This is an optimization exercise on Yosys and OpenROAD, whose aim is small area, not a production implementation.
In this exercise RTL edits were held to simulation tests only and were not proved equivalent to the original.
Power figures rest on the tool's default switching activity, not on a simulated workload. The clock port is modelled as an ideal driver; clocking choices that lean on that would not hold on a real chip.

$ cat design.v
`timescale 1ns/1ps
`default_nettype none
module ll_mngr (
  input  logic        clk,
  input  logic        reset_n,
  input  logic        cmd_valid,
  input  logic [2:0]  cmd_op,
  input  logic [2:0]  cmd_list,
  input  logic [5:0]  cmd_pos,
  input  logic [15:0] cmd_data,
  output logic        idle,
  output logic        resp_valid,
  output logic [1:0]  resp_status,
  output logic [15:0] resp_data
);
  localparam logic [1:0] S_IDLE = 2'd0;
  localparam logic [1:0] S_WAIT = 2'd1;
  localparam logic [1:0] S_ENDS = 2'd2;
  localparam logic [1:0] S_LAP  = 2'd3;
  logic [495:0] r_q;
  logic [47:0]  ends_q;
  logic [15:0]  c_q;
  logic [2:0]   k_q;
  logic [4:0]   pos_q;
  logic [1:0]   state_q;
  logic [2:0]   op_q;
  logic [2:0]   lst_q;
  logic [5:0]   x_q;
  logic [5:0]   y_q;
  logic [1:0]   st_q;
  logic         full_q;
  logic         clr_q;
  logic         win_q;
  wire [15:0] d_out = r_q[495:480];
  wire [5:0]  e_out = ends_q[47:42];
  wire is_dh  = (op_q == 3'd2);
  wire is_rp  = (op_q == 3'd3);
  wire is_rc  = (op_q == 3'd4);
  wire is_rt  = (op_q == 3'd5);
  wire is_ah  = (op_q == 3'd0);
  wire is_at  = (op_q == 3'd1);
  wire is_add = (op_q[2:1] == 2'd0);
  wire in_idle = (state_q == S_IDLE);
  wire in_ends = (state_q == S_ENDS);
  wire in_lap  = (state_q == S_LAP);
  wire strobe  = in_idle & cmd_valid;
  wire k_l    = (k_q == lst_q);
  wire k_lm1  = ({1'b0, k_q} + 4'd1) == {1'b0, lst_q};
  wire k_7    = (k_q == 3'd7);
  wire k_gel  = (k_q >= lst_q);
  wire e_eq_y = (e_out == y_q);
  wire       sub  = (is_rc & k_lm1) | (is_rp & k_l);
  wire [5:0] opnd = e_out ^ {6{sub}};
  logic [6:0] sum;
  logic [6:0] cy;
  always_comb begin
    cy[0] = sub;
    for (int i = 0; i < 6; i++) begin
      sum[i]  = x_q[i] ^ opnd[i] ^ cy[i];
      cy[i+1] = (x_q[i] & opnd[i]) | (cy[i] & (x_q[i] ^ opnd[i]));
    end
    sum[6] = cy[6];
  end
  wire       x_ge = sum[6];
  wire acc_en = in_ends & ((is_ah & k_lm1) | (is_at & k_l) | ((is_dh | is_rt) & k_7) |
                           (is_rp & k_lm1) | (is_rc & (k_lm1 | k_l)));
  wire y_en   = in_ends & (((is_dh | is_rp) & k_lm1) | (is_add & k_7));
  logic [1:0] st_nx;
  always_comb begin
    st_nx = st_q;
    if (in_ends & k_l & (is_dh | is_rp) & e_eq_y) st_nx = 2'd1;
    else if (in_ends & k_l & is_rp & x_ge)        st_nx = 2'd3;
  end
  wire inc = in_ends & is_add & k_gel & (st_q == 2'd0);
  wire dec = in_ends & is_dh & k_gel & (k_l ? ~e_eq_y : (st_q == 2'd0));
  logic [5:0] e_tog;
  logic       e_ones, e_zeros;
  always_comb begin
    e_ones  = 1'b1;
    e_zeros = 1'b1;
    for (int i = 0; i < 6; i++) begin
      e_tog[i] = (inc & e_ones) | (dec & e_zeros);
      e_ones   = e_ones & e_out[i];
      e_zeros  = e_zeros & ~e_out[i];
    end
  end
  wire [5:0] e_in = clr_q ? 6'd0 : (e_out ^ e_tog);
  wire ends_done = in_ends & k_7;
  wire go_lap    = (is_add | is_dh | is_rp) & (st_nx == 2'd0);
  wire x_31      = (x_q[4:0] == 5'd31);
  wire start_hit = (pos_q == x_q[4:0]) | (~full_q & x_31 & (pos_q == 5'd0));
  wire end_hit   = (pos_q == y_q[4:0]);
  wire win_op    = is_add | is_dh;
  wire start_now = in_lap & win_op & start_hit;
  wire inpath    = win_q | start_now;
  wire end_now   = in_lap & win_op & inpath & end_hit;
  wire add_full  = start_now & is_add & (y_q == 6'd31);
  wire cap       = in_lap & is_rp & start_hit;
  wire lap_end   = end_now | add_full | cap;
  wire hold_pos  = end_now & is_dh;
  wire       full_nx = add_full | (full_q & ~hold_pos);
  wire       two     = add_full & ~x_31;
  logic [4:0] pos_tog;
  logic       pos_run;
  always_comb begin
    pos_tog[0] = ~hold_pos & ~two;
    pos_run    = ~hold_pos & (two | pos_q[0]);
    for (int i = 1; i < 5; i++) begin
      pos_tog[i] = pos_run;
      pos_run    = pos_run & pos_q[i];
    end
  end
  wire [4:0] pos_p1  = pos_q ^ pos_tog;
  wire [4:0] pos_nx  = (~full_nx & (pos_p1 == 5'd31)) ? 5'd0 : pos_p1;
  wire [15:0] ring_in = inpath ? c_q : d_out;
  always_ff @(posedge clk) begin
    r_q    <= {r_q[479:0], ring_in};
    ends_q <= {ends_q[41:0], e_in};
  end
  always_ff @(posedge clk) begin
    if (!reset_n) begin
      state_q    <= S_IDLE;
      resp_valid <= 1'b0;
      k_q        <= 3'd0;
      pos_q      <= 5'd0;
      clr_q      <= 1'b1;
      full_q     <= 1'b0;
      win_q      <= 1'b0;
    end else begin
      k_q        <= k_q + 3'd1;
      pos_q      <= pos_nx;
      full_q     <= full_nx;
      win_q      <= inpath & ~end_now;
      resp_valid <= 1'b0;
      if (k_7) clr_q <= 1'b0;
      case (state_q)
        S_IDLE: if (cmd_valid) state_q <= S_WAIT;
        S_WAIT: if (k_7) state_q <= S_ENDS;
        S_ENDS: if (k_7) begin
          if (go_lap) state_q <= S_LAP;
          else begin
            state_q    <= S_IDLE;
            resp_valid <= 1'b1;
          end
        end
        S_LAP: if (lap_end) begin
          state_q    <= S_IDLE;
          resp_valid <= 1'b1;
        end
      endcase
    end
  end
  always_ff @(posedge clk) begin
    if (strobe) begin
      op_q  <= cmd_op;
      lst_q <= cmd_list;
      x_q   <= (cmd_op == 3'd3) ? {1'b0, cmd_pos[4:0]} : 6'd0;
      y_q   <= 6'd0;
      st_q  <= (cmd_op[2:1] == 2'd0 && full_q) ? 2'd2 :
               (cmd_op == 3'd3 && cmd_pos[5]) ? 2'd3 : 2'd0;
    end else begin
      if (acc_en) x_q <= sum[5:0];
      if (y_en)   y_q <= e_out;
      st_q <= st_nx;
    end
  end
  always_ff @(posedge clk) begin
    if (inpath | cap)           c_q <= d_out;
    else if (strobe & ~full_q)  c_q <= cmd_data;
  end
  wire csel = (op_q[2:1] == 2'b01) & (st_q == 2'd0);
  assign idle        = in_idle;
  assign resp_status = st_q;
  assign resp_data   = csel ? c_q : {10'd0, x_q & {6{op_q[2]}}};
endmodule
`default_nettype wire
$ cat standard.sh
#!/bin/bash
# synth_recipe.tcl (not shown) runs the flow's synth.tcl, then flattens the netlist and writes it again
# the make line also repeats each setting of config.mk as NAME=value (left out here)
make -C /OpenROAD-flow-scripts/flow DESIGN_CONFIG=/design/flow/config.mk WORK_HOME=/design/flow/orfs CLKGATE_MAP_FILE= SYNTH_SCRIPT=/design/flow/synth_recipe.tcl "${@:-finish}"
$ cat constraint.sdc
create_clock -name core_clock -period 5.0 [get_ports {clk}]
set_input_delay 1.0000 -clock core_clock [delete_from_list [all_inputs] [get_ports {clk}]]
set_output_delay 1.0000 -clock core_clock [all_outputs]
set_load 0.01 [all_outputs]
$ cat flow/run.sh
#!/bin/bash
# Standard layout, with three changes:
#  - the port buffers are the smallest buffer cell;
#  - synthesis maps the logic with an area-oriented ABC script;
#  - clock tree synthesis inserts no dummy loads.
set -e
cp -r "$FLOW_HOME/scripts" ./scripts_local
printf 'strash\ndch -f\namap\ntopo\n' > scripts_local/abc_speed.script
export BUFFER_PORTS_ARGS="-buffer_cell sky130_fd_sc_hd__buf_1"
export CTS_ARGS="-sink_clustering_enable -repair_clock_nets -sink_clustering_size 36 -sink_clustering_max_diameter 90 -buf_list sky130_fd_sc_hd__clkbuf_16 -sink_clustering_buffer sky130_fd_sc_hd__clkbuf_16 -root_buf sky130_fd_sc_hd__clkbuf_8 -tree_buf sky130_fd_sc_hd__clkbuf_8 -dont_use_dummy_load"
bash standard.sh SCRIPTS_DIR="$PWD/scripts_local" finish > standard.log 2>&1
$ cat config.mk
export PLATFORM = sky130hd
export DESIGN_NAME = ll_mngr
export DESIGN_NICKNAME = ll_mngr
export VERILOG_FILES = /design/flow/design.v
export SDC_FILE = /design/flow/constraint.sdc
export NUM_CORES = 4
export LEC_CHECK = 0
export CAP_MARGIN = 20
export CORE_MARGIN = 2
export CORE_UTILIZATION = 60
export CTS_BUF_LIST = sky130_fd_sc_hd__clkbuf_16
export CTS_CLUSTER_DIAMETER = 150
export CTS_CLUSTER_SIZE = 30
export PLACE_DENSITY = 0.7
export SLEW_MARGIN = 20
==> notes.md, run 1 <==
status=complete, no violations; buffer count from post-CTS setup fixing=0; f_max=0.218 GHz; vias in the first global route=5,842; relative slew slack=0.300; CTS tree=built; Compound-Gate Fraction of Synth Area=0.0554; Congestion Overflow GR=0; power density cells=493 mW/mm2; final period demand of the worst path=4.58 ns; clock sink count=594; Setup Viol. Count Final=0; Peak supply drop=412 uV; # diodes=0; sw power=1.60 mW; sw frac=0.217; actual slew at the worst max-slew pin=1.04 ns; #FFs+latches synth=594; HPWL after DPL=12.2 mm; Syn. warnings=1; largest family of logic cells by synthesized area=compound AO/OA/AOI/OAI gates; Tcrit/Tclk final=0.917; Synth Area in Adders=0.0144; layout cells sized above 1=0.0302; max_cap viols=0; sequential share of power=0.682; first-pass GRT wire length=30.7 mm; Post-DP Area=0.0145 mm2; mean post-synth cell area=15.7 um2; initial antenna violation count=0; Fillers=1,635; die footprint=0.0244 mm2; pre-CTS setup slack=-0.0527 ns; total number of vias=6,012; Worst Path Class, Setup=reg -> reg; clk buf depth=3; cell internal pwr=5.77 mW; Crit. End Element=register; Worst Reg-to-Reg Cells=22; CTS root buf=clkbuf_8; DR iter-0 viols=305; Design Area, Final=0.0150 mm2; setup slack, reg-to-reg=0.42 ns; # rows=55; final hold vios=0; Required @ worst endpoint=5.47 ns; RePlAce Congestion=0.861; setup TNS=0 ns; Synth Net Count=929; largest net degree at the start of global routing=37; Synth Area in XOR/XNOR=0; H-tree Lvls=1; commonest non-fill, non-tap cell in the layout=dfxtp_1; P&R area growth vs syn=7.69%; commonest cells after routing, fill and taps aside=dfxtp_1, clkinv_1, buf_1; Critical Path Sink=state_q[1]; Pre-antenna DRT Iters=4; Die Height=156 um; Leakage Power=5.69 nW; CP arrival=5.06 ns; Hold WS=0.294 ns; routed len/inst=15.5 um; Clk Latency, worst-skew pair=0.62 ns; mux cell area share after synthesis=0; Comb power frac=0.061; Die X=156 um; Clock Pin Slew Worst Setup and Hold Paths=0.12 ns; Worst setup SP type=register; WL final=19.2 mm; All-Layer GR Usage=0.161; RSZ-0062 raised after global routing=false; library cells used by synthesis=35; DRC Markers=0; max-slew violation count=0; Post-Syn Area=0.0139 mm2; nets@finish=1,006; final worst setup slack=0.416 ns; Hold Path Class=reg -> reg; Final ANT Viol Nets=0; Clock Skew=0.0570 ns; post-DR vias/cell=4.83; reg2reg start=k_q[0]; Buffers on Ports=50; FF-to-FF End=state_q[1]; clock share of power=0.258; Syn Inst Count=885; total clock buffers created by CTS=20; crit path max fanout=7; share of the yosys chip area belonging to registers=0.876; Initial Util=0.612; core area=0.0227 mm2; Ports=51; Post-Synth Simple-Gate Area=0.0387; crit path launch=k_q[0]
[metrics by stage]
step	power (mW)	cells	utilization
after floorplan	5.39	885	-
after global routing	7.64	1245	0.659
after CTS	7.42	1245	0.658
after detailed placement	5.57	1225	0.638
final	7.37	1245	0.659
after global placement	5.56	1225	0.638
[power groups by stage]
| stage | Clock (mW) | Sequential, mW | Combinational (mW) |
|---|---|---|---|
| global placement | 0 | 5.13 | 0.439 |
| finish | 1.90 | 5.02 | 0.448 |
| floorplan | 0 | 5.10 | 0.286 |
| detailed placement | 0 | 5.13 | 0.439 |
| CTS | 1.95 | 5.02 | 0.443 |
| global route | 2.10 | 5.04 | 0.498 |
[worst min-delay path by stage]
| stage | start | end | depth (start not counted) |
|---|---|---|---|
| final | r_q[137] | r_q[153] | 0 |
| after global routing | r_q[284] | r_q[300] | 0 |
| after floorplan | ends_q[4] | ends_q[10] | 0 |
| after CTS | ends_q[35] | ends_q[41] | 0 |
| after global placement | ends_q[41] | ends_q[47] | 0 |
| after detailed placement | r_q[153] | r_q[169] | 0 |
[timing repair]
item,CTS,global route
cloned,0,0
resized for setup,1,3
endpoints found under the hold margin,0,0
hold buffers,0,0
setup endpoints to repair,2,4
[logic make-up (layout without fill, tap and decap cells)]
group                      count (synthesis)  after routing
DFF                                      594            594
and+or+nand+nor                          113            113
AOI/OAI and AO/OA                        108            108
buffers and inverters                     57            132
adders and majority gates                 13             13
[registers in the layout, indices dropped and copies added (netlist names)]
register and flops:
op_q 3, state_q 2, c_q 16, k_q 3
lst_q 3, x_q 6, st_q 2, full_q 1
clr_q 1, r_q 496, resp_valid 1, y_q 6
pos_q 5, ends_q 48, win_q 1
[cell usage after synthesis]
| library cell | count | area share |
|---|---|---|
| o221ai_1 | 4 | 0.0025 |
| nor2b_1 | 14 | 0.0063 |
| nor4b_1 | 2 | 0.0013 |
| or3_1 | 2 | 0.00090 |
| nand2b_1 | 1 | 0.00045 |
| a221oi_1 | 5 | 0.0032 |
| and3_1 | 2 | 0.00090 |
| nor3_1 | 8 | 0.0029 |
| ha_1 | 8 | 0.0072 |
| nand3_1 | 7 | 0.0025 |
| a211oi_1 | 7 | 0.0038 |
| edfxtp_1 | 28 | 0.061 |
| o32ai_1 | 1 | 0.00063 |
| o21bai_1 | 1 | 0.00054 |
| o22a_1 | 25 | 0.016 |
| o21a_1 | 1 | 0.00054 |
| nand2_1 | 14 | 0.0038 |
| a21oi_1 | 17 | 0.0061 |
| dfxtp_1 | 566 | 0.82 |
| or2_0 | 1 | 0.00045 |
| o211a_1 | 1 | 0.00072 |
| a311oi_1 | 2 | 0.0013 |
| nor2_1 | 49 | 0.013 |
| nor4_1 | 9 | 0.0041 |
| nand4b_1 | 1 | 0.00063 |
| o22ai_1 | 30 | 0.014 |
| o21ai_0 | 7 | 0.0025 |
| nand4_1 | 3 | 0.0014 |
| fa_1 | 5 | 0.0072 |
| a22oi_1 | 2 | 0.0011 |
| a221o_1 | 2 | 0.0014 |
| o41ai_1 | 1 | 0.00063 |
| clkinv_1 | 57 | 0.015 |
| o211ai_1 | 1 | 0.00054 |
| a41oi_1 | 1 | 0.00063 |
[critical path, stage by stage, from the launching register on]
cell and delay (ns):
dfxtp_1 0.36, ha_1 0.21, ha_1 0.29, clkinv_1 0.07
o22ai_1 0.08, nor4_2 0.25, nand2_1 0.12, o21ai_2 0.17
o22ai_1 0.16, fa_1 0.41, fa_1 0.39, fa_1 0.38
fa_1 0.40, clkinv_1 0.08, fa_1 0.17, nor4b_2 0.26
nor2_1 0.07, nor2_1 0.12, nor2_1 0.05, nand2_1 0.11
o22ai_1 0.08, a22oi_1 0.20, nor2_1 0.05
[area by class of cell]
class	count	area, um2	area share
sequential	594	12200	0.814
multi-input combinational	234	1530	0.102
clock buffer	20	467	0.0312
tap	285	357	0.0238
timing repair buffer	55	225	0.0151
inverter	57	214	0.0143
[layer usage]
metal,part of all wire,global-route usage,vias up
li1,-,-,3083
met1,0.53,0.246,2811
met2,0.41,0.238,87
met3,0.040,0.0306,31
met4,0.024,0.0419,0
met5,0,0,-
==> run 2: changes to the inputs <==
--- a/design.v
+++ b/design.v
@@ -115,2 +115,5 @@
   wire [15:0] ring_in = inpath ? c_q : d_out;
+  wire c_ld_ring = inpath | cap;
+  wire c_ld_cmd  = ~c_ld_ring & strobe & ~full_q;
+  wire c_hold    = ~c_ld_ring & ~(strobe & ~full_q);
   always_ff @(posedge clk) begin
@@ -153,2 +156,5 @@
   always_ff @(posedge clk) begin
+    x_q <= ({6{strobe & (cmd_op == 3'd3)}} & {1'b0, cmd_pos[4:0]}) |
+           ({6{acc_en}} & sum[5:0]) | ({6{~strobe & ~acc_en}} & x_q);
+    y_q <= ({6{y_en}} & e_out) | ({6{~strobe & ~y_en}} & y_q);
     if (strobe) begin
@@ -156,4 +162,2 @@
       lst_q <= cmd_list;
-      x_q   <= (cmd_op == 3'd3) ? {1'b0, cmd_pos[4:0]} : 6'd0;
-      y_q   <= 6'd0;
       st_q  <= (cmd_op[2:1] == 2'd0 && full_q) ? 2'd2 :
@@ -161,4 +165,2 @@
     end else begin
-      if (acc_en) x_q <= sum[5:0];
-      if (y_en)   y_q <= e_out;
       st_q <= st_nx;
@@ -167,4 +169,3 @@
   always_ff @(posedge clk) begin
-    if (inpath | cap)           c_q <= d_out;
-    else if (strobe & ~full_q)  c_q <= cmd_data;
+    c_q <= (d_out & {16{c_ld_ring}}) | (cmd_data & {16{c_ld_cmd}}) | (c_q & {16{c_hold}});
   end
==> flow/run.sh (replaced) <==
#!/bin/bash
# Standard layout, with three changes:
#  - the port buffers are the smallest buffer cell;
#  - synthesis maps the logic with an area-oriented ABC script;
#  - clock tree synthesis inserts no dummy loads.
set -e
cp -r "$FLOW_HOME/scripts" ./scripts_local
printf 'strash\ndch -f\namap\ntopo\n' > scripts_local/abc_speed.script
export BUFFER_PORTS_ARGS="-buffer_cell sky130_fd_sc_hd__buf_1"
export CTS_ARGS="-sink_clustering_enable -repair_clock_nets -sink_clustering_size 32 -sink_clustering_max_diameter 80 -buf_list sky130_fd_sc_hd__clkbuf_16 -sink_clustering_buffer sky130_fd_sc_hd__clkbuf_16 -root_buf sky130_fd_sc_hd__clkbuf_8 -tree_buf sky130_fd_sc_hd__clkbuf_8 -dont_use_dummy_load"
bash standard.sh SCRIPTS_DIR="$PWD/scripts_local" finish > standard.log 2>&1
--- a/config.mk
+++ b/config.mk
@@ -10,5 +10,2 @@
 export CORE_UTILIZATION = 60
-export CTS_BUF_LIST = sky130_fd_sc_hd__clkbuf_16
-export CTS_CLUSTER_DIAMETER = 150
-export CTS_CLUSTER_SIZE = 30
 export PLACE_DENSITY = 0.7
==> notes.md, run 2 <==
HPWL after DPL=11.9 mm; Synth top cells by count=dfxtp_1, clkinv_1, nor2_1, o22ai_1, a21oi_1; register with the most flip-flops=r_q; Hold EP=r_q[311]; Buffers on Ports=50; setup slack, reg-to-reg=0.34 ns; FF-to-FF End=state_q[1]; power density cells=533 mW/mm2; #FFs+latches synth=594; biggest regs=r_q x496, ends_q x48, c_q x16; post-DR vias/cell=4.88; most frequent cell after synthesis=dfxtp_1; Leakage Power=5.71 nW; Worst Reg-to-Reg Cells=21; top post-synthesis cells by area=dfxtp_1, clkinv_1, o22ai_1, edfxtp_1, nor2_1; buffer count from post-CTS setup fixing=0; final hold vios=0; Clock Skew=0.0198 ns; Syn. warnings=1; status=complete, no violations; number of flops mapped to enable cells by yosys=6; mean post-synth cell area=15.3 um2; Synth Net Count=943; total clock buffers created by CTS=22; Hold Path Class=reg -> reg; largest net degree at the start of global routing=33; Worst Path Class, Setup=reg -> reg; share of the yosys chip area belonging to registers=0.869; Crit. End Element=register; Clk Latency, worst-skew pair=0.61 ns; max FFs per register=496; Die X=155 um; max-slew violation count=0; Congestion Overflow GR=0; setup TNS=0 ns; clk buf depth=3; Die Height=155 um; nets@finish=1,023; Ports=51; RSZ-0062 raised after global routing=false; H-tree Lvls=1; Layout Utilization=0.659; Syn Inst Count=899; die footprint=0.0241 mm2; Clock Pin Slew Worst Setup and Hold Paths=0.11 ns; crit path max fanout=6; Yosys top cell area share=0.856; library cells used by synthesis=36; # rows=55; f_max=0.215 GHz; Setup Viol. Count Final=0; DRC Markers=0; P&R area growth vs syn=8.17%; Pre-antenna DRT Iters=5; critical-path cell list=ha_1, ha_1, clkinv_1, o22ai_1, nor4_2, inv_2, o22ai_1, buf_4, o22ai_1, fa_1, fa_1, fa_1, fa_1, clkinv_1, fa_1, nor4_2, nor3_1, nand2_1, nor2_1, a211oi_1, a211oi_1; RePlAce Congestion=0.843; CP arrival=5.18 ns; commonest cells after routing, fill and taps aside=dfxtp_1, clkinv_1, buf_1; first-pass GRT wire length=30.3 mm; reg2reg start=k_q[0]; fin cells=1,262; total number of vias=6,164; layout cells sized above 1=0.0328; commonest non-fill, non-tap cell in the layout=dfxtp_1; All-Layer GR Usage=0.158; max_cap viols=0; slowest cell delay on critical path=0.43 ns; initial antenna violation count=0; relative slew slack=0.361; WL final=18.9 mm; Peak supply drop=345 uV; CTS tree=built; final period demand of the worst path=4.66 ns; hold depth=0; CTS root buf=clkbuf_8; Final ANT Viol Nets=0; most used cell, CP=fa_1; Post-Syn Area=0.0137 mm2; actual slew at the worst max-slew pin=0.955 ns; core area=0.0226 mm2; vias in the first global route=5,868; Initial Util=0.609; Post-synth ARST share=0; # diodes=0; Required @ worst endpoint=5.53 ns; routed len/inst=15.0 um; placed insts=1,240; DR iter-0 viols=461; Top FF cell, synth=dfxtp_1; hold_sp=r_q[295]; CP max stage cell=fa_1; Tcrit/Tclk final=0.931; clock sink count=594; Worst setup SP type=register; Synth area leader=dfxtp_1
==> run 2: cell types whose count changed in the layout (fill, tap and decap cells not counted), sizes merged, moves of 6 or more <==
| cell | change |
|---|---|
| a222oi | +16 |
| clkinv | +13 |
| dfxtp | +22 |
| edfxtp | -22 |
| nor2 | -6 |
| nor3 | +6 |
| o21ai | +6 |
| o22a | -16 |
==> run 2: how the worst max path moves through the flow <==
stage                 endpoint    from  slack (ns)  cells after the start
finish              state_q[1]  k_q[0]        0.34                     21
global route        state_q[1]  k_q[0]        0.05                     21
CTS                 state_q[1]  k_q[0]        0.07                     24
detailed placement  state_q[1]  k_q[0]        0.06                     24
global placement    state_q[1]  k_q[0]        0.27                     24
floorplan           state_q[1]  k_q[0]        0.54                     22
==> run 2: where the power goes <==
part	internal, mW	total (mW)	switching [mW]
clock network	0.736	1.97	1.23
logic	0.202	0.524	0.322
registers	5.26	5.44	0.180
total	6.20	7.93	1.73
==> run 2: cell families after synthesis <==
family	synth area share
AOI/OAI and AO/OA	0.0606
adders and majority gates	0.0146
buffers and inverters	0.0194
DFF	0.869
and+or+nand+nor	0.0360
==> run 2: timing repair <==
action | in CTS | in global routing
setup endpoints to repair | 0 | 3
gates resized for setup | 0 | 3
hold buffers | 0 | 0
==> run 2: critical path: cells and delay by family (launching register included) <==
kind | cells | cell delay [ns]
AO/OA/AOI/OAI | 5 | 0.60
flip-flops | 1 | 0.35
buffers and inverters | 4 | 0.39
AND/OR/NAND/NOR | 5 | 0.87
adder cells (fa/ha/maj) | 7 | 2.37
==> run 2: layer usage <==
layer / global-route usage / up-vias / share of wire
li1: - / 3125 / -
met1: 0.237 / 2919 / 0.51
met2: 0.239 / 90 / 0.44
met3: 0.0276 / 30 / 0.035
met4: 0.0481 / 0 / 0.021
met5: 0 / - / 0
==> run 2: cell type report <==
type,instances,area [um2]
inverters,71,267
flip-flops and latches,594,12000
well taps,285,357
clock buffers,22,517
multi-input cells,234,1550
repair buffers,56,233
fillers,1622,7700
==> run 2: through the flow <==
stage	hold WS (ns)	power [mW]	instance area, um2	worst slack, ns
3_3_place_gp	0.310	6.04	14300	0.271
3_5_place_dp	0.312	6.06	14300	0.0559
6_report	0.314	7.93	14900	0.344
5_1_grt	0.322	8.27	14900	0.0466
4_1_cts	0.317	8.00	14900	0.0737
2_1_floorplan	0.310	5.83	13700	0.544
==> run 3: changes to the inputs <==
==> flow/run.sh (replaced) <==
#!/bin/bash
# Standard layout, with three changes:
#  - the port buffers are the smallest buffer cell;
#  - synthesis maps the logic with an area-oriented ABC script;
#  - clock tree synthesis inserts no dummy loads.
set -e
cp -r "$FLOW_HOME/scripts" ./scripts_local
printf 'strash\ndch -f\namap\ntopo\n' > scripts_local/abc_speed.script
export BUFFER_PORTS_ARGS="-buffer_cell sky130_fd_sc_hd__buf_1"
export CTS_ARGS="-sink_clustering_enable -repair_clock_nets -sink_clustering_size 38 -sink_clustering_max_diameter 60 -buf_list sky130_fd_sc_hd__clkbuf_16 -sink_clustering_buffer sky130_fd_sc_hd__clkbuf_16 -root_buf sky130_fd_sc_hd__clkbuf_8 -tree_buf sky130_fd_sc_hd__clkbuf_8 -dont_use_dummy_load"
bash standard.sh SCRIPTS_DIR="$PWD/scripts_local" finish > standard.log 2>&1
==> notes.md, run 3 <==
CP max stage cell=fa_1; final worst setup slack=0.231 ns; top post-synthesis cells by area=dfxtp_1, clkinv_1, o22ai_1, edfxtp_1, nor2_1; Tot Pwr=8.01 mW; Ports=51; max_cap viols=0; WL final=19.2 mm; Comb power frac=0.066; clock sink count=594; Synth area leader=dfxtp_1; All-Layer GR Usage=0.160; setup TNS=0 ns; die footprint=0.0241 mm2; # rows=55; Synth Net Count=943; Post-synth ARST share=0; Clk Latency, worst-skew pair=0.67 ns; number of flops mapped to enable cells by yosys=6; Worst setup SP type=register; Leakage Power=5.75 nW; share of the yosys chip area belonging to registers=0.869; sw frac=0.218; fin cells=1,264; Final ANT Viol Nets=0; Post-DP Area=0.0143 mm2; Tcrit/Tclk final=0.954; Initial Util=0.609; status=complete, no violations; largest net degree at the start of global routing=39; placed insts=1,240; final period demand of the worst path=4.77 ns; Hold Path Class=reg -> reg; vias in the first global route=5,977; routed len/inst=15.2 um; relative slew slack=0.332; hold_buf cts=0; clock share of power=0.255; H-tree Lvls=1; pre-CTS setup slack=0.0559 ns; library cells used by synthesis=36; actual slew at the worst max-slew pin=0.998 ns; Die X=155 um; power density cells=536 mW/mm2; total number of vias=6,192; Syn Inst Count=899; Yosys top cell area share=0.856; Required @ worst endpoint=5.47 ns; Clock Skew=0.106 ns; Congestion Overflow GR=0; f_max=0.210 GHz; Fillers=1,606; final hold vios=0; #FFs+latches synth=594; DR iter-0 viols=406; Peak supply drop=374 uV; first-pass GRT wire length=30.6 mm; DRC Markers=0; CTS root buf=clkbuf_8; max FFs per register=496; register with the most flip-flops=r_q; core area=0.0226 mm2; Synth top cells by count=dfxtp_1, clkinv_1, nor2_1, o22ai_1, a21oi_1; HPWL after DPL=11.9 mm; CTS tree=built; P&R area growth vs syn=8.74%; clk buf depth=3; sw power=1.75 mW; Top FF cell, synth=dfxtp_1; most frequent cell after synthesis=dfxtp_1; critical-path cell list=ha_1, ha_1, clkinv_1, o22ai_1, nor4_2, inv_2, o22ai_2, buf_4, o22ai_1, fa_2, fa_1, fa_1, fa_1, clkinv_1, fa_2, nor4_4, nor2_1, nor2_1, nor2_1, nand2_1, nor2_2, a211oi_1, a211oi_1; mean post-synth cell area=15.3 um2; Pre-antenna DRT Iters=8; biggest regs=r_q x496, ends_q x48, c_q x16; sequential share of power=0.679; CP arrival=5.23 ns; Buffers on Ports=50; Design Area, Final=0.0149 mm2; Setup Viol. Count Final=0; commonest non-fill, non-tap cell in the layout=dfxtp_1; max-slew violation count=0; total clock buffers created by CTS=24; Worst Path Class, Setup=reg -> reg; post-DR vias/cell=4.90; Die Height=155 um; initial antenna violation count=1; slowest cell delay on critical path=0.42 ns; nets@finish=1,025; Layout Utilization=0.662; Clock Pin Slew Worst Setup and Hold Paths=0.12 ns; cell internal pwr=6.26 mW; RePlAce Congestion=0.843; # diodes=0; Post-Syn Area=0.0137 mm2; Hold WS=0.224 ns; Syn. warnings=1; commonest cells after routing, fill and taps aside=dfxtp_1, clkinv_1, buf_1; Crit. End Element=register; crit path max fanout=6; layout cells sized above 1=0.0398
==> run 3: cell counts after synthesis <==
No cell type changed its count.
==> run 3: kinds of logic after synthesis <==
family,count (synthesis),share of synthesized area
compound gates,117,0.0606
fa+ha+maj,13,0.0146
buf+inv,71,0.0194
flops,594,0.869
simple gates,104,0.0360
==> run 3: final timing paths <==
kind,startpoint,to,slack (ns),depth (start not counted)
hold / removal,r_q[348],r_q[364],0.22,0
hold reg to reg,r_q[348],r_q[364],0.22,0
setup reg to reg,k_q[0],state_q[1],0.23,23
setup / recovery,k_q[0],state_q[1],0.23,23
==> run 3: final cells by class <==
cell class | count | area [um2] | area share
multi-input cells | 234 | 1570 | 0.105
well taps | 285 | 357 | 0.0239
repair buffers | 56 | 233 | 0.0156
flip-flops and latches | 594 | 12000 | 0.800
clock buffers | 24 | 567 | 0.0379
inverters | 71 | 267 | 0.0178
==> run 3: power by group through the flow <==
stage / logic, mW / registers [mW] / clock network, mW
2_1_floorplan: 0.359 / 5.48 / 0
3_3_place_gp: 0.509 / 5.53 / 0
3_5_place_dp: 0.519 / 5.54 / 0
4_1_cts: 0.525 / 5.45 / 2.11
5_1_grt: 0.589 / 5.50 / 2.27
6_report: 0.532 / 5.44 / 2.04
==> run 3: critical path, delay by kind of cell (launching register included) <==
kind | cells | cell delay (ns)
buf+inv | 4 | 0.40
fa+ha+maj | 7 | 2.35
flops | 1 | 0.35
compound gates | 5 | 0.64
simple gates | 7 | 0.89
==> run 3: routing by layer <==
layer,GRT usage,vias up,part of all wire
met4,0.0529,2,0.031
met1,0.234,2913,0.50
met5,0,-,0.00042
li1,-,3136,-
met3,0.0312,45,0.036
met2,0.243,96,0.43
==> run 3: timing repair <==
item,in CTS,in global routing
setup endpoints to repair,1,3
buffers inserted,0,0
resized for setup,1,8
pin swaps,0,2
==> run 4: changes to the inputs <==
==> flow/run.sh (replaced) <==
#!/bin/bash
# Standard layout, with three changes:
#  - the port buffers are the smallest buffer cell;
#  - synthesis maps the logic with an area-oriented ABC script;
#  - clock tree synthesis inserts no dummy loads.
set -e
cp -r "$FLOW_HOME/scripts" ./scripts_local
printf 'strash\ndch -f\namap\ntopo\n' > scripts_local/abc_speed.script
export BUFFER_PORTS_ARGS="-buffer_cell sky130_fd_sc_hd__buf_1"
export CTS_ARGS="-sink_clustering_enable -repair_clock_nets -sink_clustering_size 40 -sink_clustering_max_diameter 50 -buf_list sky130_fd_sc_hd__clkbuf_16 -sink_clustering_buffer sky130_fd_sc_hd__clkbuf_16 -root_buf sky130_fd_sc_hd__clkbuf_8 -tree_buf sky130_fd_sc_hd__clkbuf_8 -dont_use_dummy_load"
bash standard.sh SCRIPTS_DIR="$PWD/scripts_local" finish > standard.log 2>&1
==> notes.md, run 4 <==
Setup Viol. Count Final=0; max-slew violation count=0; max FFs per register=496; actual slew at the worst max-slew pin=0.962 ns; Yosys top cell area share=0.856; Top FF cell, synth=dfxtp_1; Die Height=155 um; Clk Latency, worst-skew pair=0.58 ns; Synth Area in Adders=0.0146; vias in the first global route=6,012; f_max=0.212 GHz; register with the most flip-flops=r_q; # rows=55; RePlAce Congestion=0.843; Clock Skew=0.0643 ns; CTS tree=built; Syn. warnings=1; CTS root buf=clkbuf_8; Synth Area in XOR/XNOR=0; Compound-Gate Fraction of Synth Area=0.0606; number of flops mapped to enable cells by yosys=6; Synth area leader=dfxtp_1; H-tree Lvls=2; Die X=155 um; mux cell area share after synthesis=0; buffer count from post-CTS setup fixing=0; Crit. End Element=register; CP arrival=5.20 ns; clock sink count=594; final period demand of the worst path=4.72 ns; Worst Reg-to-Reg Cells=23; P&R area growth vs syn=10.4%; Tot Pwr=8.43 mW; Synth Net Count=943; Hold EP=r_q[313]; post-DR vias/cell=4.91; Leakage Power=5.86 nW; biggest regs=r_q x496, ends_q x48, c_q x16; WL final=19.5 mm; total number of vias=6,254; core area=0.0226 mm2; Post-Syn Area=0.0137 mm2; reg2reg start=k_q[0]; Post-DP Area=0.0143 mm2; fin cells=1,275; Required @ worst endpoint=5.47 ns; crit path launch=k_q[0]; share of the yosys chip area belonging to registers=0.869; Syn Inst Count=899; DR iter-0 viols=452; most frequent cell after synthesis=dfxtp_1; top post-synthesis cells by area=dfxtp_1, clkinv_1, o22ai_1, edfxtp_1, nor2_1; crit path max fanout=6; routed len/inst=15.3 um; clk buf depth=3; power density cells=555 mW/mm2; Pre-antenna DRT Iters=5; HPWL after DPL=11.9 mm; Hold Path Class=reg -> reg; Worst Path Class, Setup=reg -> reg; layout cells sized above 1=0.0444; library cells used by synthesis=36; first-pass GRT wire length=31.1 mm; Design Area, Final=0.0152 mm2; Final ANT Viol Nets=0; commonest cells after routing, fill and taps aside=dfxtp_1, clkinv_1, buf_1; mean post-synth cell area=15.3 um2; Ports=51; largest family of logic cells by synthesized area=compound AO/OA/AOI/OAI gates; placed insts=1,240; DRC Markers=0; hold_sp=r_q[297]; hold depth=0; largest net degree at the start of global routing=35; Post-Synth Simple-Gate Area=0.0360; #FFs+latches synth=594; FF-to-FF End=state_q[1]; relative slew slack=0.356; final hold vios=0; nets@finish=1,036; Peak supply drop=380 uV; initial antenna violation count=0; total clock buffers created by CTS=35; Initial Util=0.609; Post-synth ARST share=0; setup slack, reg-to-reg=0.28 ns; commonest non-fill, non-tap cell in the layout=dfxtp_1; Congestion Overflow GR=0; # diodes=0; Clock Pin Slew Worst Setup and Hold Paths=0.09 ns; Synth top cells by count=dfxtp_1, clkinv_1, nor2_1, o22ai_1, a21oi_1; All-Layer GR Usage=0.165; Worst setup SP type=register; Fillers=1,592; Buffers on Ports=50; die footprint=0.0241 mm2; status=complete, no violations; Tcrit/Tclk final=0.945; max_cap viols=0
run 4: changes by cell type in the layout (fill, tap and decap cells not counted), sizes merged:
cell / before / now
clkbuf: 24 / 35
inv: 1 / 0
clkinv: 70 / 71
run 4: worst max path at each step:
| stage | end | slack (ns) | cells after the start |
|---|---|---|---|
| final | state_q[1] | 0.28 | 23 |
| after global placement | state_q[1] | 0.27 | 24 |
| after floorplan | state_q[1] | 0.54 | 22 |
| after detailed placement | state_q[1] | 0.06 | 24 |
| after global routing | state_q[1] | -0.005 | 21 |
| after CTS | state_q[1] | 0.12 | 24 |
run 4: report_power, final:
part,internal (mW),total [mW],switching [mW]
Clock,1.15,2.46,1.31
Combinational,0.202,0.524,0.322
Sequential,5.26,5.44,0.183
Total,6.61,8.43,1.82
run 4: cell type report:
cell class                 count  area [um2]  area share
clock buffer                  35         820      0.0540
sequential                   594       12000       0.788
tap                          285         357      0.0235
inverter                      71         267      0.0176
timing repair buffer          56         233      0.0153
multi-input combinational    234        1550       0.102
run 4: logic make-up after synthesis:
group                    after synthesis
buffers and inverters                 71
AO/OA/AOI/OAI                        117
adder cells (fa/ha/maj)               13
flip-flops                           594
AND/OR/NAND/NOR                      104
run 4: repair_timing:
| item | CTS | global route |
|---|---|---|
| hold buffers | 0 | 0 |
| hold endpoints to repair | 0 | 0 |
| setup endpoints to repair | 0 | 2 |
| gates resized for setup | 0 | 2 |
run 4: critical path, cell delays in order (launching register included):
cell and delay, ns:
dfxtp_1 0.33, ha_1 0.21, ha_1 0.29, clkinv_1 0.06, o22ai_1 0.09, nor4_2 0.32, clkinv_1 0.19, o22ai_1 0.16
buf_4 0.17, o22ai_1 0.08, fa_1 0.41, fa_1 0.43, fa_1 0.42, fa_1 0.40, clkinv_1 0.07, fa_1 0.20
nor4_2 0.07, nor2_1 0.10, nor2_1 0.06, nor2_1 0.09, nand2_1 0.08, nor2_1 0.14, a211oi_1 0.08, a211oi_1 0.21
run 4: per-layer routing:
metal  wire (um)  global-route usage  vias up  share of wire
met5           0                   0        -              0
met4         530              0.0616        0          0.027
met3         779              0.0340       39          0.040
met2        8490               0.249      118           0.44
met1        9660               0.237     2940           0.50
li1            -                   -     3157              -
run 4: through the flow:
| stage | utilization | setup slack, ns | hold WS, ns | TNS, ns |
|---|---|---|---|---|
| 4_1_cts | 0.672 | 0.117 | 0.284 | 0 |
| 3_5_place_dp | 0.635 | 0.0559 | 0.312 | 0 |
| 6_report | 0.672 | 0.277 | 0.279 | 0 |
| 2_1_floorplan | - | 0.544 | 0.310 | 0 |
| 5_1_grt | 0.672 | -0.00498 | 0.288 | -0.00498 |
| 3_3_place_gp | 0.635 | 0.271 | 0.310 | 0 |
==> run 5: changes to the inputs <==
==> flow/run.sh (replaced) <==
#!/bin/bash
# Standard layout, with three changes:
#  - the port buffers are the smallest buffer cell;
#  - synthesis maps the logic with an area-oriented ABC script;
#  - clock tree synthesis inserts no dummy loads.
set -e
cp -r "$FLOW_HOME/scripts" ./scripts_local
printf 'strash\ndch -f\namap\ntopo\n' > scripts_local/abc_speed.script
export BUFFER_PORTS_ARGS="-buffer_cell sky130_fd_sc_hd__buf_1"
export CTS_ARGS="-sink_clustering_enable -repair_clock_nets -sink_clustering_size 35 -sink_clustering_max_diameter 70 -buf_list sky130_fd_sc_hd__clkbuf_16 -sink_clustering_buffer sky130_fd_sc_hd__clkbuf_16 -root_buf sky130_fd_sc_hd__clkbuf_8 -tree_buf sky130_fd_sc_hd__clkbuf_8 -dont_use_dummy_load"
bash standard.sh SCRIPTS_DIR="$PWD/scripts_local" finish > standard.log 2>&1
==> notes.md, run 5 <==
setup TNS=0 ns; Syn Inst Count=899; Ports=51; DR iter-0 viols=461; Hold Path Class=reg -> reg; #FFs+latches synth=594; max FFs per register=496; RSZ-0062 raised after global routing=false; delay-heaviest family, CP=adder cells; pre-CTS setup slack=0.0559 ns; nets@finish=1,022; mean post-synth cell area=15.3 um2; post-DR vias/cell=4.88; crit path max fanout=6; Design Area, Final=0.0148 mm2; Yosys top cell area share=0.856; Initial Util=0.609; CTS root buf=clkbuf_8; placed insts=1,240; f_max=0.212 GHz; Tcrit/Tclk final=0.942; WL final=18.9 mm; Post-Syn Area=0.0137 mm2; actual slew at the worst max-slew pin=0.978 ns; RePlAce Congestion=0.843; core area=0.0226 mm2; Syn. warnings=1; Buffers on Ports=50; number of flops mapped to enable cells by yosys=6; Clk Latency, worst-skew pair=0.63 ns; Synth area leader=dfxtp_1; P&R area growth vs syn=7.99%; # rows=55; fin cells=1,261; CP max stage cell=fa_1; Synth top cells by count=dfxtp_1, clkinv_1, nor2_1, o22ai_1, a21oi_1; top post-synthesis cells by area=dfxtp_1, clkinv_1, o22ai_1, edfxtp_1, nor2_1; vias in the first global route=5,868; most frequent cell after synthesis=dfxtp_1; H-tree Lvls=1; hold_buf cts=0; Die X=155 um; largest net degree at the start of global routing=36; CTS tree=built; final hold vios=0; Synth Net Count=943; most used cell, CP=fa_1; clk buf depth=3; Post-synth ARST share=0; Fillers=1,622; Post-DP Area=0.0143 mm2; Clock Skew=0.0888 ns; commonest cells after routing, fill and taps aside=dfxtp_1, clkinv_1, buf_1; total number of vias=6,148; first-pass GRT wire length=30.1 mm; CP arrival=5.21 ns; Worst setup SP type=register; total clock buffers created by CTS=21; DRC Markers=0; slowest cell delay on critical path=0.43 ns; max-slew violation count=0; Die Height=155 um; # diodes=0; critical-path cell list=ha_1, ha_1, clkinv_1, o22ai_1, nor4_2, clkinv_1, o22ai_1, buf_4, o22ai_1, fa_1, fa_1, fa_1, fa_1, clkinv_1, fa_1, nor4_2, nor2_1, nor2_1, nor2_1, nand2_1, nor2_1, a211oi_1, a211oi_1; status=complete, no violations; Worst Path Class, Setup=reg -> reg; HPWL after DPL=11.9 mm; Congestion Overflow GR=0; final period demand of the worst path=4.71 ns; Final ANT Viol Nets=0; Leakage Power=5.70 nW; Setup Viol. Count Final=0; Peak supply drop=348 uV; relative slew slack=0.346; max_cap viols=0; clock sink count=594; die footprint=0.0241 mm2; share of the yosys chip area belonging to registers=0.869; power density cells=532 mW/mm2; Top FF cell, synth=dfxtp_1; Layout Utilization=0.658; initial antenna violation count=1; Required @ worst endpoint=5.50 ns; routed len/inst=15.0 um; Pre-antenna DRT Iters=6; commonest non-fill, non-tap cell in the layout=dfxtp_1; layout cells sized above 1=0.0307; All-Layer GR Usage=0.158; library cells used by synthesis=36; register with the most flip-flops=r_q; Clock Pin Slew Worst Setup and Hold Paths=0.11 ns; final worst setup slack=0.292 ns; Crit. End Element=register; WP buf/inv=4; biggest regs=r_q x496, ends_q x48, c_q x16
run 5: changes by cell type in the layout (fill, tap and decap cells not counted), sizes merged:
cell,previous run,this run
clkbuf,35,21
run 5: repair_timing:
item | CTS | global route
gates resized for setup | 0 | 2
setup endpoints to repair | 0 | 2
buffers inserted | 0 | 0
run 5: final timing paths:
check / end / cells after the start / from / slack, ns
min: r_q[266] / 0 / r_q[250] / 0.28
max reg2reg: state_q[1] / 23 / k_q[0] / 0.29
max: state_q[1] / 23 / k_q[0] / 0.29
min reg2reg: r_q[266] / 0 / r_q[250] / 0.28
run 5: cell type report:
| cell class | count | area [um2] | area share |
|---|---|---|---|
| multi-input combinational | 234 | 1550 | 0.104 |
| timing repair buffer | 56 | 233 | 0.0157 |
| tap | 285 | 357 | 0.0240 |
| inverter | 71 | 267 | 0.0180 |
| sequential | 594 | 12000 | 0.805 |
| clock buffer | 21 | 492 | 0.0331 |
run 5: metal layers:
layer,share of wire,track usage
met1,0.50,0.234
met4,0.031,0.0550
met2,0.42,0.235
met3,0.040,0.0290
met5,0.00042,0
run 5: through the flow:
stage | power (mW) | hold slack [ns]
2_1_floorplan | 5.83 | 0.310
6_report | 7.89 | 0.284
3_3_place_gp | 6.04 | 0.310
4_1_cts | 7.96 | 0.284
3_5_place_dp | 6.06 | 0.312
5_1_grt | 8.22 | 0.276
run 5: where the power goes:
part,leakage (nW),switching (mW),internal [mW]
clock network,0.243,1.23,0.703
registers,4.83,0.179,5.26
logic,0.632,0.323,0.202
total,5.70,1.73,6.16
run 5: logic make-up (layout without fill, tap and decap cells):
logic type               after synthesis  count (layout)  share of synthesized area
AO/OA/AOI/OAI                        117             117                     0.0606
buffers and inverters                 71             148                     0.0194
flip-flops                           594             594                      0.869
adder cells (fa/ha/maj)               13              13                     0.0146
AND/OR/NAND/NOR                      104             104                     0.0360
==> run 6: changes to the inputs <==
--- a/design.v
+++ b/design.v
@@ -114,3 +114,3 @@
   wire [4:0] pos_nx  = (~full_nx & (pos_p1 == 5'd31)) ? 5'd0 : pos_p1;
-  wire [15:0] ring_in = inpath ? c_q : d_out;
+  wire [15:0] ring_in = inpath ? ~c_q : d_out;
   wire c_ld_ring = inpath | cap;
@@ -169,3 +169,3 @@
   always_ff @(posedge clk) begin
-    c_q <= (d_out & {16{c_ld_ring}}) | (cmd_data & {16{c_ld_cmd}}) | (c_q & {16{c_hold}});
+    c_q <= ~((d_out & {16{c_ld_ring}}) | (cmd_data & {16{c_ld_cmd}}) | (~c_q & {16{c_hold}}));
   end
@@ -174,3 +174,3 @@
   assign resp_status = st_q;
-  assign resp_data   = csel ? c_q : {10'd0, x_q & {6{op_q[2]}}};
+  assign resp_data   = csel ? ~c_q : {10'd0, x_q & {6{op_q[2]}}};
 endmodule
--- a/config.mk
+++ b/config.mk
@@ -10,2 +10,4 @@
 export CORE_UTILIZATION = 60
+export GPL_ROUTABILITY_DRIVEN = 0
+export GPL_TIMING_DRIVEN = 0
 export PLACE_DENSITY = 0.7
==> notes.md, run 6 <==
Synth top cells by count=dfxtp_1, clkinv_1, nor2_1, o22ai_1, a21oi_1; placed insts=1,242; P&R area growth vs syn=8.56%; register with the most flip-flops=r_q; DR iter-0 viols=526; library cells used by synthesis=35; Yosys top cell area share=0.858; Tcrit/Tclk final=0.945; top post-synthesis cells by area=dfxtp_1, clkinv_1, nor2_1, o22ai_1, edfxtp_1; Post-Syn Area=0.0137 mm2; total number of vias=6,214; Pre-antenna DRT Iters=5; final worst setup slack=0.277 ns; Synth Net Count=949; post-DR vias/cell=4.91; fin cells=1,266; layout cells sized above 1=0.0347; total clock buffers created by CTS=22; CP arrival=5.20 ns; Synth Area in Adders=0.0146; Congestion Overflow GR=0; Hold Path Class=reg -> reg; reg2reg start=k_q[0]; Setup Viol. Count Final=0; All-Layer GR Usage=0.156; DRC Markers=0; Synth Area in XOR/XNOR=0; final hold vios=0; HPWL after DPL=11.8 mm; Die Height=155 um; max_cap viols=0; initial antenna violation count=0; Clock Pin Slew Worst Setup and Hold Paths=0.10 ns; CTS tree=built; max-slew violation count=0; largest family of logic cells by synthesized area=compound AO/OA/AOI/OAI gates; number of flops mapped to enable cells by yosys=6; # rows=55; commonest cells after routing, fill and taps aside=dfxtp_1, clkinv_1, nor2_1; routed len/inst=15.0 um; # diodes=0; Top FF cell, synth=dfxtp_1; hold_sp=r_q[100]; Worst setup SP type=register; die footprint=0.0241 mm2; Die X=155 um; Leakage Power=5.75 nW; critical-path cell list=ha_1, ha_1, clkinv_1, o22ai_1, nor4_2, inv_2, o22ai_4, o22ai_1, fa_1, fa_1, fa_1, fa_1, clkinv_1, fa_1, nor4_4, nor2_1, nor2_1, nor2_1, nand2_1, nor2_1, a211oi_1, a211oi_1; Worst Path Class, Setup=reg -> reg; Compound-Gate Fraction of Synth Area=0.0581; Required @ worst endpoint=5.47 ns; hold_buf cts=0; Synth area leader=dfxtp_1; max FFs per register=496; Peak supply drop=351 uV; share of the yosys chip area belonging to registers=0.871; crit path launch=k_q[0]; mux cell area share after synthesis=0; relative slew slack=0.360; slowest cell delay on critical path=0.43 ns; RSZ-0062 raised after global routing=false; Syn Inst Count=905; Clk Latency, worst-skew pair=0.64 ns; Initial Util=0.608; commonest non-fill, non-tap cell in the layout=dfxtp_1; mean post-synth cell area=15.2 um2; status=complete, no violations; Crit. End Element=register; Tot Pwr=7.93 mW; most used cell, CP=fa_1; most frequent cell after synthesis=dfxtp_1; Clock Skew=0.105 ns; Final ANT Viol Nets=0; CTS root buf=clkbuf_8; actual slew at the worst max-slew pin=0.960 ns; Post-synth ARST share=0; crit path max fanout=5; clk buf depth=3; H-tree Lvls=1; biggest regs=r_q x496, ends_q x48, c_q x16; Buffers on Ports=50; Post-Synth Simple-Gate Area=0.0379; power density cells=532 mW/mm2; Syn. warnings=1; first-pass GRT wire length=29.9 mm; final period demand of the worst path=4.72 ns; Ports=51; clock sink count=594; #FFs+latches synth=594; f_max=0.212 GHz; nets@finish=1,027; largest net degree at the start of global routing=36; pre-CTS setup slack=-0.252 ns; core area=0.0226 mm2; CP max stage cell=fa_1; vias in the first global route=5,786; WL final=19.0 mm
[run 6: changes by cell type after synthesis]
cell / delta
a21oi_1: +8
a22oi_1: +1
and3_1: +1
clkinv_1: -5
nand2_1: +4
nand4_1: +1
nor2_1: +17
nor2b_1: -11
nor3_1: -1
o21ai_0: -1
o22a_1: -9
or4_1: +1
[run 6: metal layers]
layer	GRT usage	share of wire
met1	0.242	0.51
met2	0.225	0.41
met3	0.0267	0.046
met4	0.0533	0.030
met5	0	0
[run 6: cell type report]
type                            instances  area, um2
Fill cell                            1602       7680
Clock buffer                           22        517
Timing Repair Buffer                   54        245
Multi-Input combinational cell        245       1570
Inverter                               66        248
Tap cell                              285        357
Sequential cell                       594      12000
[run 6: cell families (layout without fill, tap and decap cells)]
| group | Yosys count | count (layout) |
|---|---|---|
| buf+inv | 66 | 142 |
| fa+ha+maj | 13 | 13 |
| flops | 594 | 594 |
| compound gates | 116 | 116 |
| simple gates | 116 | 116 |
[run 6: path summary, 6_finish.rpt]
path	end	slack, ns	cells past startpoint
max	state_q[1]	0.28	22
min	r_q[116]	0.25	0
max reg2reg	state_q[1]	0.28	22
min reg2reg	r_q[116]	0.25	0
[run 6: metrics by stage]
stage | TNS (ns) | hold WS (ns) | cell area, um2 | util
6_report | 0 | 0.251 | 14900 | 0.660
5_1_grt | 0 | 0.258 | 14900 | 0.660
4_1_cts | 0 | 0.252 | 14800 | 0.657
3_5_place_dp | -0.505 | 0.312 | 14300 | 0.633
3_3_place_gp | -18.08 | 0.310 | 14300 | 0.632
2_1_floorplan | 0 | 0.310 | 13700 | -
[run 6: what timing repair did]
item                       CTS  global route
setup endpoints to repair    3             3
gates resized for setup      2             6
pin swaps                    0             2
setup buffers                0             1
[run 6: critical path: cells and delay by family (launching register included)]
kind | cells | cell delay [ns]
adders and majority gates | 7 | 2.45
DFF | 1 | 0.34
and+or+nand+nor | 7 | 0.92
buffers and inverters | 3 | 0.26
AOI/OAI and AO/OA | 5 | 0.68
[run 6: power breakdown]
group	leakage [nW]	total [mW]	internal (mW)	switching (mW)
Sequential	4.83	5.45	5.26	0.192
Combinational	0.673	0.507	0.181	0.326
Clock	0.256	1.97	0.735	1.23
==> run 7: changes to the inputs <==
--- a/config.mk
+++ b/config.mk
@@ -10,4 +10,2 @@
 export CORE_UTILIZATION = 60
-export GPL_ROUTABILITY_DRIVEN = 0
-export GPL_TIMING_DRIVEN = 0
 export PLACE_DENSITY = 0.7
==> notes.md, run 7 <==
status=complete, no violations; # rows=55; Worst Path Class, Setup=reg -> reg; HPWL after DPL=12.1 mm; P&R area growth vs syn=8.06%; Synth area leader=dfxtp_1; Clock Pin Slew Worst Setup and Hold Paths=0.12 ns; Syn Inst Count=905; final period demand of the worst path=4.66 ns; Synth top cells by count=dfxtp_1, clkinv_1, nor2_1, o22ai_1, a21oi_1; DRC Markers=0; total number of vias=6,153; H-tree Lvls=1; final hold vios=0; routed len/inst=15.4 um; hold_buf cts=0; #FFs+latches synth=594; vias in the first global route=6,012; post-DR vias/cell=4.86; Post-synth ARST share=0; register with the most flip-flops=r_q; clk buf depth=3; max FFs per register=496; Yosys top cell area share=0.858; first-pass GRT wire length=31.3 mm; Post-Syn Area=0.0137 mm2; actual slew at the worst max-slew pin=0.909 ns; Synth Net Count=949; Tcrit/Tclk final=0.932; Required @ worst endpoint=5.43 ns; buffer count from post-CTS setup fixing=0; All-Layer GR Usage=0.165; top post-synthesis cells by area=dfxtp_1, clkinv_1, nor2_1, o22ai_1, edfxtp_1; Hold Path Class=reg -> reg; power density cells=531 mW/mm2; PostCTS Resize Cnt=0; Final ANT Viol Nets=0; Crit. End Element=register; Setup Viol. Count Final=0; layout cells sized above 1=0.0347; commonest non-fill, non-tap cell in the layout=dfxtp_1; Congestion Overflow GR=0; max_cap viols=0; Clk Latency, worst-skew pair=0.62 ns; DR iter-0 viols=374; RePlAce Congestion=0.871; CP max stage cell=fa_1; biggest regs=r_q x496, ends_q x48, c_q x16; Tot Pwr=7.88 mW; Peak supply drop=425 uV; crit path max fanout=6; share of the yosys chip area belonging to registers=0.871; clock sink count=594; CP arrival=5.08 ns; critical-path cell list=ha_1, ha_1, clkinv_1, o22ai_1, nor4_2, inv_2, o22ai_1, buf_4, clkinv_1, o22ai_1, fa_2, fa_1, fa_2, fa_1, clkinv_1, fa_1, nor4_2, nor2_1, nor2_1, nor2_1, nand2_1, nor2_2, a211oi_1, a211oi_1; core area=0.0226 mm2; total clock buffers created by CTS=21; # diodes=0; Syn. warnings=1; setup slack, reg-to-reg=0.34 ns; die footprint=0.0241 mm2; mean post-synth cell area=15.2 um2; relative slew slack=0.386; Pre-antenna DRT Iters=5; Worst setup SP type=register; max-slew violation count=0; CTS tree=built; Top FF cell, synth=dfxtp_1; initial antenna violation count=0; f_max=0.215 GHz; nets@finish=1,027; Initial Util=0.608; library cells used by synthesis=35; Ports=51; Die Height=155 um; setup TNS=0 ns; most frequent cell after synthesis=dfxtp_1; WL final=19.5 mm; number of flops mapped to enable cells by yosys=6; commonest cells after routing, fill and taps aside=dfxtp_1, clkinv_1, nor2_1; largest net degree at the start of global routing=36; Layout Utilization=0.657; CTS root buf=clkbuf_8; Buffers on Ports=50; slowest cell delay on critical path=0.42 ns; Clock Skew=0.0656 ns; RSZ-0062 raised after global routing=false; Die X=155 um; Leakage Power=5.72 nW
==> run 7: area by class of cell <==
class | count | area, um2
Sequential cell | 594 | 12000
Fill cell | 1666 | 7750
Multi-Input combinational cell | 245 | 1550
Clock buffer | 21 | 492
Tap cell | 285 | 357
Inverter | 66 | 248
Timing Repair Buffer | 55 | 225
==> run 7: worst paths after layout <==
check	end	from	cells past startpoint
setup / recovery	state_q[1]	k_q[0]	24
hold reg to reg	r_q[457]	r_q[441]	0
setup reg to reg	state_q[1]	k_q[0]	24
hold / removal	r_q[457]	r_q[441]	0
==> run 7: logic make-up (layout without fill, tap and decap cells) <==
logic type / Yosys count / count (layout) / synth area share
DFF: 594 / 594 / 0.871
and+or+nand+nor: 116 / 116 / 0.0379
adders and majority gates: 13 / 13 / 0.0146
buffers and inverters: 66 / 142 / 0.0181
AOI/OAI and AO/OA: 116 / 116 / 0.0581
==> run 7: per-stage QoR <==
step	worst slack [ns]	cells	instance area, um2	hold WS (ns)
finish	0.341	1266	14800	0.316
global route	0.0134	1266	14800	0.323
CTS	0.0779	1266	14800	0.316
detailed placement	0.186	1245	14300	0.312
global placement	0.308	1245	14300	0.310
floorplan	0.544	905	13700	0.310
==> run 7: layer usage <==
metal,GRT usage,up-vias,part of all wire
li1,-,3137,-
met1,0.246,2883,0.51
met2,0.252,104,0.43
met3,0.0242,29,0.035
met4,0.0529,0,0.029
met5,0,-,0
==> run 7: worst max-delay path: cells and delay by family, from the launching register on <==
kind	cells	cell delay [ns]
AOI/OAI and AO/OA	5	0.73
adders and majority gates	7	1.74
DFF	1	0.35
buffers and inverters	5	0.55
and+or+nand+nor	7	1.12
==> run 7: where the power goes <==
| part | switching (mW) | internal, mW | total (mW) | leakage (nW) |
|---|---|---|---|---|
| Clock | 1.23 | 0.703 | 1.93 | 0.243 |
| Combinational | 0.311 | 0.174 | 0.485 | 0.649 |
| Sequential | 0.197 | 5.26 | 5.46 | 4.83 |
==> run 8: changes to the inputs <==
--- a/flow/run.sh
+++ b/flow/run.sh
@@ -3,3 +3,4 @@
 #  - the port buffers are the smallest buffer cell;
-#  - synthesis maps the logic with an area-oriented ABC script;
+#  - synthesis maps the logic with an area-oriented ABC script, and leaves
+#    adders to it rather than mapping them to adder cells first;
 #  - clock tree synthesis inserts no dummy loads.
@@ -10,2 +11,2 @@
 export CTS_ARGS="-sink_clustering_enable -repair_clock_nets -sink_clustering_size 35 -sink_clustering_max_diameter 70 -buf_list sky130_fd_sc_hd__clkbuf_16 -sink_clustering_buffer sky130_fd_sc_hd__clkbuf_16 -root_buf sky130_fd_sc_hd__clkbuf_8 -tree_buf sky130_fd_sc_hd__clkbuf_8 -dont_use_dummy_load"
-bash standard.sh SCRIPTS_DIR="$PWD/scripts_local" finish > standard.log 2>&1
+bash standard.sh SCRIPTS_DIR="$PWD/scripts_local" ADDER_MAP_FILE= finish > standard.log 2>&1
==> notes.md, run 8 <==
total number of vias=6,277; Die X=155 um; buffer count from post-CTS setup fixing=0; placed insts=1,265; most used cell, CP=nor2_1; Final ANT Viol Nets=0; vias in the first global route=6,125; delay-heaviest family, CP=compound AO/OA/AOI/OAI gates; Buffers on Ports=50; layout cells sized above 1=0.0309; clock sink count=594; Syn Inst Count=925; Leakage Power=5.65 nW; most frequent cell after synthesis=dfxtp_1; Synth area leader=dfxtp_1; #FFs+latches synth=594; initial antenna violation count=1; relative slew slack=0.453; nets@finish=1,035; top post-synthesis cells by area=dfxtp_1, nor2_1, clkinv_1, o22ai_1, edfxtp_1; Setup Viol. Count Final=0; max FFs per register=496; DRC Markers=0; All-Layer GR Usage=0.162; post-DR vias/cell=4.87; status=complete, no violations; CP max stage cell=dfxtp_1; DR iter-0 viols=442; f_max=0.234 GHz; Top FF cell, synth=dfxtp_1; clk buf depth=3; final hold vios=0; WP buf/inv=5; mean post-synth cell area=14.8 um2; fin cells=1,288; Pre-antenna DRT Iters=5; Ports=51; WP depth=30; Post-Syn Area=0.0137 mm2; CP arrival=4.79 ns; setup slack, reg-to-reg=0.73 ns; Congestion Overflow GR=0; WL final=19.1 mm; largest net degree at the start of global routing=36; # rows=55; commonest non-fill, non-tap cell in the layout=dfxtp_1; die footprint=0.0240 mm2; library cells used by synthesis=34; Tcrit/Tclk final=0.853; Synth top cells by count=dfxtp_1, nor2_1, clkinv_1, o22ai_1, nand2_1; Yosys top cell area share=0.862; number of flops mapped to enable cells by yosys=6; Worst Path Class, Setup=reg -> reg; biggest regs=r_q x496, ends_q x48, c_q x16; Hold Path Class=reg -> reg; Clock Pin Slew Worst Setup and Hold Paths=0.11 ns; actual slew at the worst max-slew pin=0.810 ns; HPWL after DPL=12.0 mm; final period demand of the worst path=4.27 ns; Clk Latency, worst-skew pair=0.62 ns; routed len/inst=14.8 um; total clock buffers created by CTS=22; Fillers=1,623; P&R area growth vs syn=8.15%; slowest cell delay on critical path=0.39 ns; crit path max fanout=6; Clock Skew=0.0619 ns; hold depth=0; Die Height=155 um; setup TNS=0 ns; core area=0.0225 mm2; Multi-input gate area=0.00148 mm2; CTS root buf=clkbuf_8; flip-flop and latch area=0.0120 mm2; RePlAce Congestion=0.865; register with the most flip-flops=r_q; power density cells=528 mW/mm2; max-slew violation count=0; CTS tree=built; H-tree Lvls=1; RSZ-0062 raised after global routing=false; max_cap viols=0; Peak supply drop=412 uV; Post-synth ARST share=0; share of the yosys chip area belonging to registers=0.875; commonest cells after routing, fill and taps aside=dfxtp_1, nor2_1, clkinv_1; Syn. warnings=1; first-pass GRT wire length=30.9 mm; Worst setup SP type=register; Initial Util=0.607; Crit. End Element=register; Required @ worst endpoint=5.53 ns; Worst Reg-to-Reg Cells=30; Synth Net Count=956
## run 8: cell types whose count changed after synthesis, moves of 3 or more
cell and change:
a211oi_1 -4, a221oi_1 +3, clkinv_1 -3, fa_1 -5
ha_1 -8, nand2_1 +15, nor2_1 +12, nor4_1 -4
o21ai_0 +15, o221ai_1 +4
## run 8: cells by family (layout without fill, tap and decap cells)
family                 count (synthesis)  after routing  share of synthesized area
DFF                                  594            594                      0.875
AOI/OAI and AO/OA                    135            135                     0.0664
and+or+nand+nor                      133            133                     0.0411
buffers and inverters                 63            140                     0.0173
other                                  0              1                          0
## run 8: cell type report
type                            count  share of cell area
Timing Repair Buffer               55              0.0152
Antenna cell                        1            0.000169
Sequential cell                   594               0.809
Inverter                           63              0.0160
Tap cell                          285              0.0241
Clock buffer                       22              0.0350
Multi-Input combinational cell    268               0.100
## run 8: path summary, 6_finish.rpt
kind	startpoint	end
max	k_q[0]	resp_valid
min	r_q[295]	r_q[311]
max reg2reg	k_q[0]	resp_valid
min reg2reg	r_q[295]	r_q[311]
## run 8: metrics by stage
stage / total power [mW] / worst slack [ns] / util / area, um2 / hold slack, ns
after floorplan: 5.72 / 1.10 / - / 13700 / 0.310
after global placement: 5.91 / 0.600 / 0.633 / 14200 / 0.311
after detailed placement: 5.93 / 0.416 / 0.633 / 14200 / 0.312
after CTS: 7.87 / 0.374 / 0.656 / 14800 / 0.296
after global routing: 8.13 / 0.125 / 0.656 / 14800 / 0.297
final: 7.79 / 0.735 / 0.656 / 14800 / 0.299
## run 8: timing repair
| action | in CTS | in global routing |
|---|---|---|
| setup endpoints to repair | 0 | 4 |
| gates resized for setup | 0 | 4 |
| hold buffers | 0 | 0 |
## run 8: power breakdown
part	internal [mW]	switching [mW]	leakage (nW)
sequential	5.19	0.179	4.81
combinational	0.162	0.299	0.590
clock	0.737	1.22	0.256
total	6.09	1.70	5.65
## run 8: metal layers
layer	GRT usage	wire (um)	up-vias
met2	0.243	8010	119
met4	0.0653	670	0
li1	-	-	3215
met3	0.0298	792	36
met1	0.236	9590	2907
met5	0	0	-

## afterwards: timing with drivers on the ports
Ports are ideal in the flow. The routed layouts listed here were re-timed in OpenROAD.
Step 1 assumes that a clkbuf_16 drives the clock port and a buf_2 every other input.
Step 2 also shifts input and output timing later by t, the mid clock arrival at the registers, as if the neighbouring blocks saw the same clock.
Slacks: ideal ports / drivers / drivers and shift; pairs: ideal ports / drivers.
run | shift t [ns] | setup WS [ns] | hold WS [ns] | slew at the worst register clock pin (ns) | pins driven straight from the clock port
run 1 | 0.635 | 0.416 / 0.416 / 0.416 | 0.294 / 0.294 / 0.294 | 0.12 / 0.12 | 1
run 2 | 0.645 | 0.344 / 0.344 / 0.344 | 0.314 / 0.314 / 0.314 | 0.11 / 0.11 | 1
run 3 | 0.654 | 0.231 / 0.231 / 0.231 | 0.224 / 0.224 / 0.224 | 0.13 / 0.13 | 1
run 4 | 0.598 | 0.277 / 0.277 / 0.277 | 0.279 / 0.279 / 0.279 | 0.11 / 0.11 | 1
run 5 | 0.627 | 0.292 / 0.292 / 0.292 | 0.284 / 0.284 / 0.284 | 0.12 / 0.12 | 1
run 6 | 0.629 | 0.277 / 0.277 / 0.277 | 0.251 / 0.251 / 0.251 | 0.12 / 0.12 | 1
run 7 | 0.630 | 0.341 / 0.341 / 0.341 | 0.316 / 0.316 / 0.316 | 0.12 / 0.12 | 1
run 8 | 0.633 | 0.735 / 0.735 / 0.735 | 0.299 / 0.299 / 0.299 | 0.12 / 0.12 | 1
After both steps every run listed still meets setup and hold.
